Background: an optimization exercise with open tools, aiming at small area, a short achievable clock period and few clock cycles per item. Do not read the settings as production practice. Function was checked by simulation only, so behaviour that the tests miss may differ from the original. Power is estimated from default activity; no workload was simulated.

## lru_tag_cache_top
module lru_tag_cache_top (
    input  logic               clk,
    input  logic               rst_n,
    input  logic               req_valid,
    output logic               req_ready,
    input  logic [lru_tc_pkg::MODE_W-1:0]  req_mode,
    input  logic [lru_tc_pkg::KEY_W-1:0]   req_key_tag,
    input  logic [lru_tc_pkg::LOC_W-1:0]   req_location,
    input  logic [lru_tc_pkg::STAMP_W-1:0] req_now,
    input  logic               rsp_ready,
    output logic               rsp_valid,
    output logic               rsp_hit,
    output logic [lru_tc_pkg::LOC_W-1:0]   rsp_found_location,
    output logic [lru_tc_pkg::CNT_W-1:0]   rsp_occupancy
);
Settings: LEC_CHECK=0, CAP_MARGIN=20, CORE_MARGIN=2, CORE_UTILIZATION=40, CTS_CLUSTER_DIAMETER=100, CTS_CLUSTER_SIZE=20, SETUP_SLACK_MARGIN=2.5, SLEW_MARGIN=20, TNS_END_PERCENT=5; clock period 5.0 ns.
run.sh (not shown) runs the stock make flow with config.mk's settings and CLKGATE_MAP_FILE= SYNTH_SCRIPT=/design/flow/synth_recipe.tcl, a recipe that flattens the netlist after the stock synthesis.
The baseline went through all stages and came out clean.
Testbench counts at the start, summed over its fixed seeds: cycles 20,016, items 20,000.
Change:
Settings changed: CORE_UTILIZATION 40 to 55, SETUP_SLACK_MARGIN 2.5 to 2.4, TNS_END_PERCENT 5 to 100.
Routed wire length rose by a few percent.
Clock-buffer cell count increases by 7.
First-iteration DRC count came out higher by roughly a tenth.
Setup slack degrades by 0.027 ns.
Non-clock buffer count came out higher by 120.
Change:
==> flow/flow/run.sh (new file) <==
#!/bin/bash
# The standard layout (standard.sh, unchanged synthesis, floorplan, power grid and
# routing), with two placement/repair settings changed:
#  - the port buffers are buf_4 cells instead of the delay buffers buffer_ports picks;
#  - timing repair may swap a cell for one of another footprint.
# make's full output goes to make_finish.log; each ORFS step keeps its own log under orfs/logs.
set -euo pipefail
bash standard.sh MATCH_CELL_FOOTPRINT=0 "BUFFER_PORTS_ARGS=-buffer_cell sky130_fd_sc_hd__buf_4" finish > make_finish.log 2>&1
==> flow/standard.sh (new file) <==
#!/bin/bash
# synth_recipe.tcl (not shown) runs the flow's synth.tcl, then flattens the netlist and writes it again
# the make line also repeats each setting of config.mk as NAME=value (left out here)
make -C /OpenROAD-flow-scripts/flow DESIGN_CONFIG=/design/flow/config.mk WORK_HOME=/design/flow/orfs CLKGATE_MAP_FILE= SYNTH_SCRIPT=/design/flow/synth_recipe.tcl "${@:-finish}"
Settings changed: CORE_UTILIZATION 55 to 40, SETUP_SLACK_MARGIN 2.4 to 2.5, TNS_END_PERCENT 100 to 5.
removed: flow/run.sh
After rerunning: The new run completed without violations; non-clock buffer count goes down by 363; hold slack is worse by 0.22 ns; final cell count increases by 5.4%; via count shrinks by 5.0%.


JK:
The RTL this note starts from:
==> flow/design.v <==
package lru_tc_pkg;
    localparam int ENTRIES  = 16;
    localparam int TAG_BITS = 64;
    localparam int MODE_W  = 2;
    localparam int KEY_W   = 64;
    localparam int LOC_W   = 8;
    localparam int STAMP_W = 32;
    localparam int IDX_W   = $clog2(ENTRIES);
    localparam int CNT_W   = $clog2(ENTRIES + 1);
    typedef enum logic [MODE_W-1:0] {
        MODE_LOOKUP = 2'd0,
        MODE_INSERT = 2'd1,
        MODE_REMOVE = 2'd2
    } mode_t;
    typedef enum logic [2:0] {
        ST_IDLE,
        ST_SCAN,
        ST_ACT,
        ST_SHIFT,
        ST_FINISH
    } state_t;
    typedef struct packed {
        logic load;
        logic scan;
        logic act;
        logic shift_init;
        logic shift;
        logic cnt_dec;
        logic finish;
    } dp_cmd_t;
    typedef struct packed {
        logic walk_done;
        logic remove_hit;
        logic out_free;
    } dp_status_t;
endpackage
module lru_tag_cache_top (
    input  logic               clk,
    input  logic               rst_n,
    input  logic               req_valid,
    output logic               req_ready,
    input  logic [lru_tc_pkg::MODE_W-1:0]  req_mode,
    input  logic [lru_tc_pkg::KEY_W-1:0]   req_key_tag,
    input  logic [lru_tc_pkg::LOC_W-1:0]   req_location,
    input  logic [lru_tc_pkg::STAMP_W-1:0] req_now,
    input  logic               rsp_ready,
    output logic               rsp_valid,
    output logic               rsp_hit,
    output logic [lru_tc_pkg::LOC_W-1:0]   rsp_found_location,
    output logic [lru_tc_pkg::CNT_W-1:0]   rsp_occupancy
);
    localparam int N  = lru_tc_pkg::ENTRIES;
    localparam int TW = lru_tc_pkg::TAG_BITS;
    localparam int LW = lru_tc_pkg::LOC_W;
    localparam int SW = lru_tc_pkg::STAMP_W;
    localparam int CW = lru_tc_pkg::CNT_W;
    logic [N-1:0]  v_q;
    logic [CW-1:0] cnt_q;
    logic [TW-1:0] tag_q [N];
    logic [LW-1:0] loc_q [N];
    logic [SW-1:0] stp_q [N];
    logic [N-1:0]  bef_q [N];
    logic [N-1:0]  bt_q  [N];
    logic          r_v_q;
    logic          rdy_q;
    logic [1:0]    r_mode_q;
    logic [TW-1:0] r_tag_q;
    logic [LW-1:0] r_loc_q;
    logic [SW-1:0] r_now_q;
    logic [N-1:0]  r_m_q;
    logic [N-1:0]  r_lt_q, r_eq_q;
    logic          r_same_e_q, r_lt_e_q, r_eq_e_q;
    logic [N-1:0]  w_tag_oh_q, w_stp_oh_q;
    logic          w_new_q;
    localparam int RW = 1 + LW + CW;
    logic [1:0]    f_cnt_q;
    logic          f_v_q;
    logic [RW-1:0] f_q [3];
    function automatic logic [1:0] lt_eq(input logic [SW-1:0] a, input logic [SW-1:0] b);
        logic [SW-1:0] l, e;
        l = ~a & b;
        e = ~(a ^ b);
        for (int w = 1; w < SW; w = w * 2)
        begin
            for (int k = 0; k < SW; k = k + 2 * w)
            begin
                l[k] = l[k + w] | (e[k + w] & l[k]);
                e[k] = e[k + w] & e[k];
            end
        end
        lt_eq = {l[0], e[0]};
    endfunction
    logic [N-1:0]  m_eff, lt_eff, eq_eff;
    logic          fire, hit, full;
    logic          is_l, is_i, is_r;
    logic [N-1:0]  free_q, free_2nd, free_next, min_oh, tgt;
    logic [N-1:0]  w_new, w_stp, w_loc, w_app, rm;
    logic [N-1:0]  v_next;
    logic [CW-1:0] cnt_next;
    logic          res_hit;
    logic [LW-1:0] res_loc;
    always_comb
    begin
        for (int i = 0; i < N; i++)
        begin
            m_eff[i] = w_tag_oh_q[i] ? r_same_e_q : r_m_q[i];
            if (w_stp_oh_q[i])
            begin
                lt_eff[i] = r_lt_e_q;
                eq_eff[i] = r_eq_e_q;
            end
            else
            begin
                lt_eff[i] = r_lt_q[i];
                eq_eff[i] = r_eq_q[i];
            end
        end
    end
    assign fire = r_v_q;
    assign hit  = (w_new_q && r_same_e_q) || (|r_m_q);
    assign full = cnt_q[CW-1];
    assign is_l = (r_mode_q == 2'd0);
    assign is_i = (r_mode_q == 2'd1);
    assign is_r = (r_mode_q == 2'd2);
    always_comb
    begin
        free_2nd = '0;
        for (int i = N - 1; i >= 0; i--)
        begin
            if (!v_q[i] && !free_q[i])
            begin
                free_2nd    = '0;
                free_2nd[i] = 1'b1;
            end
        end
    end
    always_comb
    begin
        if (fire && is_i && !hit && !full)
            free_next = free_2nd;
        else if (full && fire && is_r && hit)
            free_next = rm;
        else
            free_next = free_q;
    end
    always_ff @(posedge clk or negedge rst_n)
    begin
        if (!rst_n)
            free_q <= N'(1);
        else
            free_q <= free_next;
    end
    always_comb
    begin
        for (int i = 0; i < N; i++)
        begin
            min_oh[i] = 1'b1;
            for (int j = 0; j < N; j++)
            begin
                if (j > i)
                    min_oh[i] = min_oh[i] & bt_q[i][j];
                else if (j < i)
                    min_oh[i] = min_oh[i] & !bt_q[j][i];
            end
        end
    end
    assign tgt = full ? min_oh : free_q;
    always_comb
    begin
        for (int i = 0; i < N; i++)
        begin
            w_new[i] = fire && is_i && !hit && tgt[i];
            w_app[i] = w_new[i] && !full;
            w_stp[i] = w_new[i] || (fire && (is_l || is_i) && m_eff[i]);
            w_loc[i] = fire && is_i && (hit ? m_eff[i] : tgt[i]);
            rm[i]    = fire && is_r && m_eff[i];
        end
    end
    assign v_next = (v_q | w_app) & ~rm;
    always_comb
    begin
        cnt_next = cnt_q;
        if (fire && is_i && !hit && !full)
            cnt_next = cnt_q + CW'(1);
        else if (fire && is_r && hit)
            cnt_next = cnt_q - CW'(1);
    end
    assign res_hit = hit && (is_l || is_i || is_r);
    always_comb
    begin
        res_loc = '0;
        for (int i = 0; i < N; i++)
            res_loc = res_loc | (m_eff[i] ? loc_q[i] : '0);
        if (!is_l)
            res_loc = '0;
    end
    always_ff @(posedge clk or negedge rst_n)
    begin
        if (!rst_n)
        begin
            v_q   <= '0;
            cnt_q <= '0;
        end
        else
        begin
            v_q   <= v_next;
            cnt_q <= cnt_next;
        end
    end
    for (genvar i = 0; i < N; i++)
    begin : g_ord
        for (genvar j = i + 1; j < N; j++)
        begin : g_pair
            always_ff @(posedge clk)
            begin
                if (w_app[i])
                    bef_q[i][j] <= 1'b0;
                else if (w_app[j])
                    bef_q[i][j] <= 1'b1;
                if (w_stp[i])
                    bt_q[i][j] <= lt_eff[j] || (eq_eff[j] && !w_app[i] && bef_q[i][j]);
                else if (w_stp[j])
                    bt_q[i][j] <= !(lt_eff[i] || (eq_eff[i] && !w_app[j] && !bef_q[i][j]));
            end
        end
    end
    always_ff @(posedge clk or negedge rst_n)
    begin
        if (!rst_n)
        begin
            w_tag_oh_q <= '0;
            w_new_q    <= 1'b0;
        end
        else
        begin
            w_tag_oh_q <= w_new;
            w_new_q    <= |w_new;
        end
    end
    always_ff @(posedge clk)
    begin
        w_stp_oh_q <= w_stp;
    end
    for (genvar i = 0; i < N; i++)
    begin : g_ent
        always_ff @(posedge clk)
        begin
            if (w_new[i])
                tag_q[i] <= r_tag_q;
            if (w_loc[i])
                loc_q[i] <= r_loc_q;
            if (w_stp[i])
                stp_q[i] <= r_now_q;
        end
    end
    logic          acc;
    logic          same_e, lt_e, eq_e;
    logic [1:0]    le_e;
    logic [1:0]    le_q [N];
    logic [N-1:0]  m_in, lt_in, eq_in;
    assign acc    = req_valid && rdy_q;
    assign same_e = (req_key_tag == r_tag_q);
    assign le_e   = lt_eq(req_now, r_now_q);
    assign {lt_e, eq_e} = le_e;
    always_comb
    begin
        for (int i = 0; i < N; i++)
        begin
            m_in[i]  = v_q[i] && (req_key_tag == tag_q[i]);
            le_q[i]  = lt_eq(req_now, stp_q[i]);
            lt_in[i] = le_q[i][1];
            eq_in[i] = le_q[i][0];
        end
    end
    always_ff @(posedge clk)
    begin
        r_mode_q   <= req_mode;
        r_tag_q    <= req_key_tag;
        r_loc_q    <= req_location;
        r_now_q    <= req_now;
        r_m_q      <= m_in & ~w_new & ~rm;
        r_lt_q     <= lt_in;
        r_eq_q     <= eq_in;
        r_same_e_q <= same_e;
        r_lt_e_q   <= lt_e;
        r_eq_e_q   <= eq_e;
    end
    logic          pop;
    logic [1:0]    f_cnt_next;
    logic [RW-1:0] res;
    assign pop        = f_v_q && rsp_ready;
    assign f_cnt_next = f_cnt_q - 2'(pop) + 2'(fire);
    assign res        = {res_hit, res_loc, cnt_next};
    always_ff @(posedge clk or negedge rst_n)
    begin
        if (!rst_n)
        begin
            r_v_q   <= 1'b0;
            rdy_q   <= 1'b1;
            f_cnt_q <= '0;
            f_v_q   <= 1'b0;
        end
        else
        begin
            r_v_q   <= acc;
            rdy_q   <= (3'(f_cnt_next) + 3'(acc)) <= 3'd2;
            f_cnt_q <= f_cnt_next;
            f_v_q   <= f_cnt_next != 2'd0;
        end
    end
    always_ff @(posedge clk)
    begin
        for (int k = 0; k < 3; k++)
        begin
            if (pop)
                f_q[k] <= (k < 2 && 2'(k + 1) < f_cnt_q) ? f_q[(k < 2) ? k + 1 : k] : res;
            else
                f_q[k] <= (2'(k) < f_cnt_q) ? f_q[k] : res;
        end
    end
    assign req_ready          = rdy_q;
    assign rsp_valid          = f_v_q;
    assign {rsp_hit, rsp_found_location, rsp_occupancy} = f_q[0];
endmodule
==> flow/config.mk <==
export PLATFORM = sky130hd
export DESIGN_NAME = lru_tag_cache_top
export DESIGN_NICKNAME = lru_tag_cache_top
export VERILOG_FILES = /design/flow/design.v
export SDC_FILE = /design/flow/constraint.sdc
export NUM_CORES = 4
export LEC_CHECK = 0
export CAP_MARGIN = 20
export CORE_MARGIN = 2
export CORE_UTILIZATION = 40
export CTS_CLUSTER_DIAMETER = 100
export CTS_CLUSTER_SIZE = 20
export SETUP_SLACK_MARGIN = 2.5
export SLEW_MARGIN = 20
export TNS_END_PERCENT = 5
==> flow/constraint.sdc <==
create_clock -name core_clock -period 5.0 [get_ports {clk}]
set_input_delay 1.0000 -clock core_clock [delete_from_list [all_inputs] [get_ports {clk}]]
set_output_delay 1.0000 -clock core_clock [all_outputs]
set_load 0.01 [all_outputs]
standard.sh (not shown) runs the stock make flow with config.mk's settings and CLKGATE_MAP_FILE= SYNTH_SCRIPT=/design/flow/synth_recipe.tcl, a recipe that flattens the netlist after the stock synthesis.
==> flow/flow/run.sh <==
#!/bin/bash
# The standard layout (standard.sh, unchanged synthesis, floorplan, power grid and
# routing), with two placement/repair settings changed:
#  - the port buffers are buf_4 cells instead of the delay buffers buffer_ports picks;
#  - timing repair may swap a cell for one of another footprint.
# make's full output goes to make_finish.log; each ORFS step keeps its own log under orfs/logs.
set -euo pipefail
bash standard.sh MATCH_CELL_FOOTPRINT=0 "BUFFER_PORTS_ARGS=-buffer_cell sky130_fd_sc_hd__buf_4" finish > make_finish.log 2>&1
Testbench counts of JK, summed over its fixed seeds: cycles 20,016, items 20,000.
diff inputs: JK => MS
Settings: changing SETUP_SLACK_MARGIN from 2.5 to 2.4.
==> flow/run.sh (new file) <==
#!/bin/bash
# synth_recipe.tcl (not shown) runs the flow's synth.tcl, then flattens the netlist and writes it again
# the make line also repeats each setting of config.mk as NAME=value (left out here)
make -C /OpenROAD-flow-scripts/flow DESIGN_CONFIG=/design/flow/config.mk WORK_HOME=/design/flow/orfs CLKGATE_MAP_FILE= SYNTH_SCRIPT=/design/flow/synth_recipe.tcl finish
removed: flow/flow/run.sh
removed: flow/standard.sh
## What came out
Changes observed in MS relative to JK: largest fanout on the critical path lost 5; proportion of final cell area spent on non-clock buffers went up by 0.61 points; worst hold margin now smaller; number of buffers inserted by post-CTS setup repair moved down; total routed wire length on the met1 layer now smaller.
MS has less setup slack than JK.
Compare JK and MS | clock period minus final worst setup slack higher: MS
MS against JK: clock-buffer cell count shrank by 6; proportion of power drawn by flip-flops and latches grew by 0.5 points.
JK vs MS, class of the tightest hold or removal check: input pin to flop vs input pin to async pin
Diff JK..MS | clock power | negligible
Setup changes, MS to AL
Settings: swapping 2.4 for 2.3 in SETUP_SLACK_MARGIN.
==> flow/flow/run.sh (new file) <==
#!/bin/bash
# The standard layout (standard.sh, unchanged synthesis, floorplan, power grid and
# routing), with two placement/repair settings changed:
#  - the port buffers are buf_4 cells instead of the delay buffers buffer_ports picks;
#  - timing repair may swap a cell for one of another footprint.
# make's full output goes to make_finish.log; each ORFS step keeps its own log under orfs/logs.
set -euo pipefail
bash standard.sh MATCH_CELL_FOOTPRINT=0 "BUFFER_PORTS_ARGS=-buffer_cell sky130_fd_sc_hd__buf_4" finish > make_finish.log 2>&1
==> flow/standard.sh (new file) <==
#!/bin/bash
# synth_recipe.tcl (not shown) runs the flow's synth.tcl, then flattens the netlist and writes it again
# the make line also repeats each setting of config.mk as NAME=value (left out here)
make -C /OpenROAD-flow-scripts/flow DESIGN_CONFIG=/design/flow/config.mk WORK_HOME=/design/flow/orfs CLKGATE_MAP_FILE= SYNTH_SCRIPT=/design/flow/synth_recipe.tcl "${@:-finish}"
removed: flow/run.sh
==> results.txt <==
Total power after layout of AL falls short of that of MS slightly.
Global-route usage delta for AL relative to MS: 0.19 points higher
Number of buffers inserted to repair setup after CTS ended up 28 lower on AL than on MS.
Run comparison: MS path class of the lowest-slack min-delay path input pin to async pin; AL path class of the lowest-slack min-delay path input pin to flop
AL vs MS on estimated wirelength of the detail-placed design: AL is the lower one.
Input changes introduced in TR (baseline for comparison: AL):
==> flow/run.sh (new file) <==
#!/bin/bash
# synth_recipe.tcl (not shown) runs the flow's synth.tcl, then flattens the netlist and writes it again
# the make line also repeats each setting of config.mk as NAME=value (left out here)
make -C /OpenROAD-flow-scripts/flow DESIGN_CONFIG=/design/flow/config.mk WORK_HOME=/design/flow/orfs CLKGATE_MAP_FILE= SYNTH_SCRIPT=/design/flow/synth_recipe.tcl finish
removed: flow/flow/run.sh
removed: flow/standard.sh
==> comparison <==
Any difference in share of power burned in registers between TR and AL is small enough to ignore.
Diff AL -> TR: largest net degree at the start of global routing stayed essentially flat, routed wire length now smaller, area share of buffers outside the clock network rose by 1.5 points.
Delta(multi-input gate share of the layout cell area, TR - AL) < 0
TR against AL: post-layout worst setup margin saw an increase, clock power share shows a reduction of 0.5 points, sequential share of layout area lost 1.0 points.
Against AL, TR comes in 1.8% higher on cell area.
The following lists how PW was set up differently from TR:
Settings: changing SETUP_SLACK_MARGIN from 2.3 to 2.5.
## What came out
Area after synthesis: TR vs PW identical. On worst setup margin: between PW and TR, it ends up higher for PW. Taking TR as the reference point, the total wirelength of the detailed-routed design of PW rises by about 3%. Area added between synthesis and finish: PW vs TR up 2.8 points. Cmp PW and TR / share of total power consumed by net switching / lower: TR. In the flow results for PW and TR, the core utilization is smaller on TR. Looking at final cell count, PW sits 105 above TR. TR has a lower required time reported for the critical path endpoint than PW. [compare] base=TR new=PW: met3 layer wire length in the routed design rose 3.7 mm, design area climbed 2.5%.

## afterwards: timing with drivers on the ports
Ports are ideal in the flow. The routed layouts listed here were re-timed in OpenROAD.
Step 1: set_driving_cell puts a clkbuf_16 on clk and a buf_2 on each other input, an assumption about the parent block.
Step 2 times the ports against the registers' clock, not the clock port: input delays grow and output delays shrink by t, the midpoint of the rising clock arrivals with the driver on.
Slacks: ideal ports / drivers / drivers and shift; pairs: ideal ports / drivers.
run | shift t [ns] | setup WS [ns] | worst hold slack (ns) | clock arrival spread, ns
the first run of note 1 | 0.926 | 2.121 / 2.121 / 1.278 | 0.318 / 0.248 / 0.332 | 0.066 / 0.066
the second run of note 1 | 0.921 | 2.094 / 2.094 / 1.395 | 0.289 / 0.233 / 0.323 | 0.034 / 0.035
the third run of note 1 | 0.932 | 2.091 / 2.151 / 1.230 | 0.069 / 0.026 / 0.339 | 0.077 / 0.077
JK | 0.923 | 2.202 / 2.203 / 1.279 | 0.242 / 0.183 / 0.459 | 0.124 / 0.125
MS | 0.936 | 1.983 / 2.070 / 1.134 | 0.035 / 0.010 / 0.462 | 0.071 / 0.071
AL | 0.934 | 2.067 / 2.077 / 1.143 | 0.226 / 0.165 / 0.461 | 0.137 / 0.137
TR | 0.938 | 2.140 / 2.079 / 1.325 | 0.040 / 0.015 / 0.464 | 0.069 / 0.070
PW | 0.924 | 2.146 / 2.186 / 1.297 | 0.043 / 0.033 / 0.464 | 0.070 / 0.070
After both steps every run listed still meets setup and hold. For AL, which loses most, drivers alone change the setup slack by +0.010 ns; drivers and shift together by -0.924 ns.
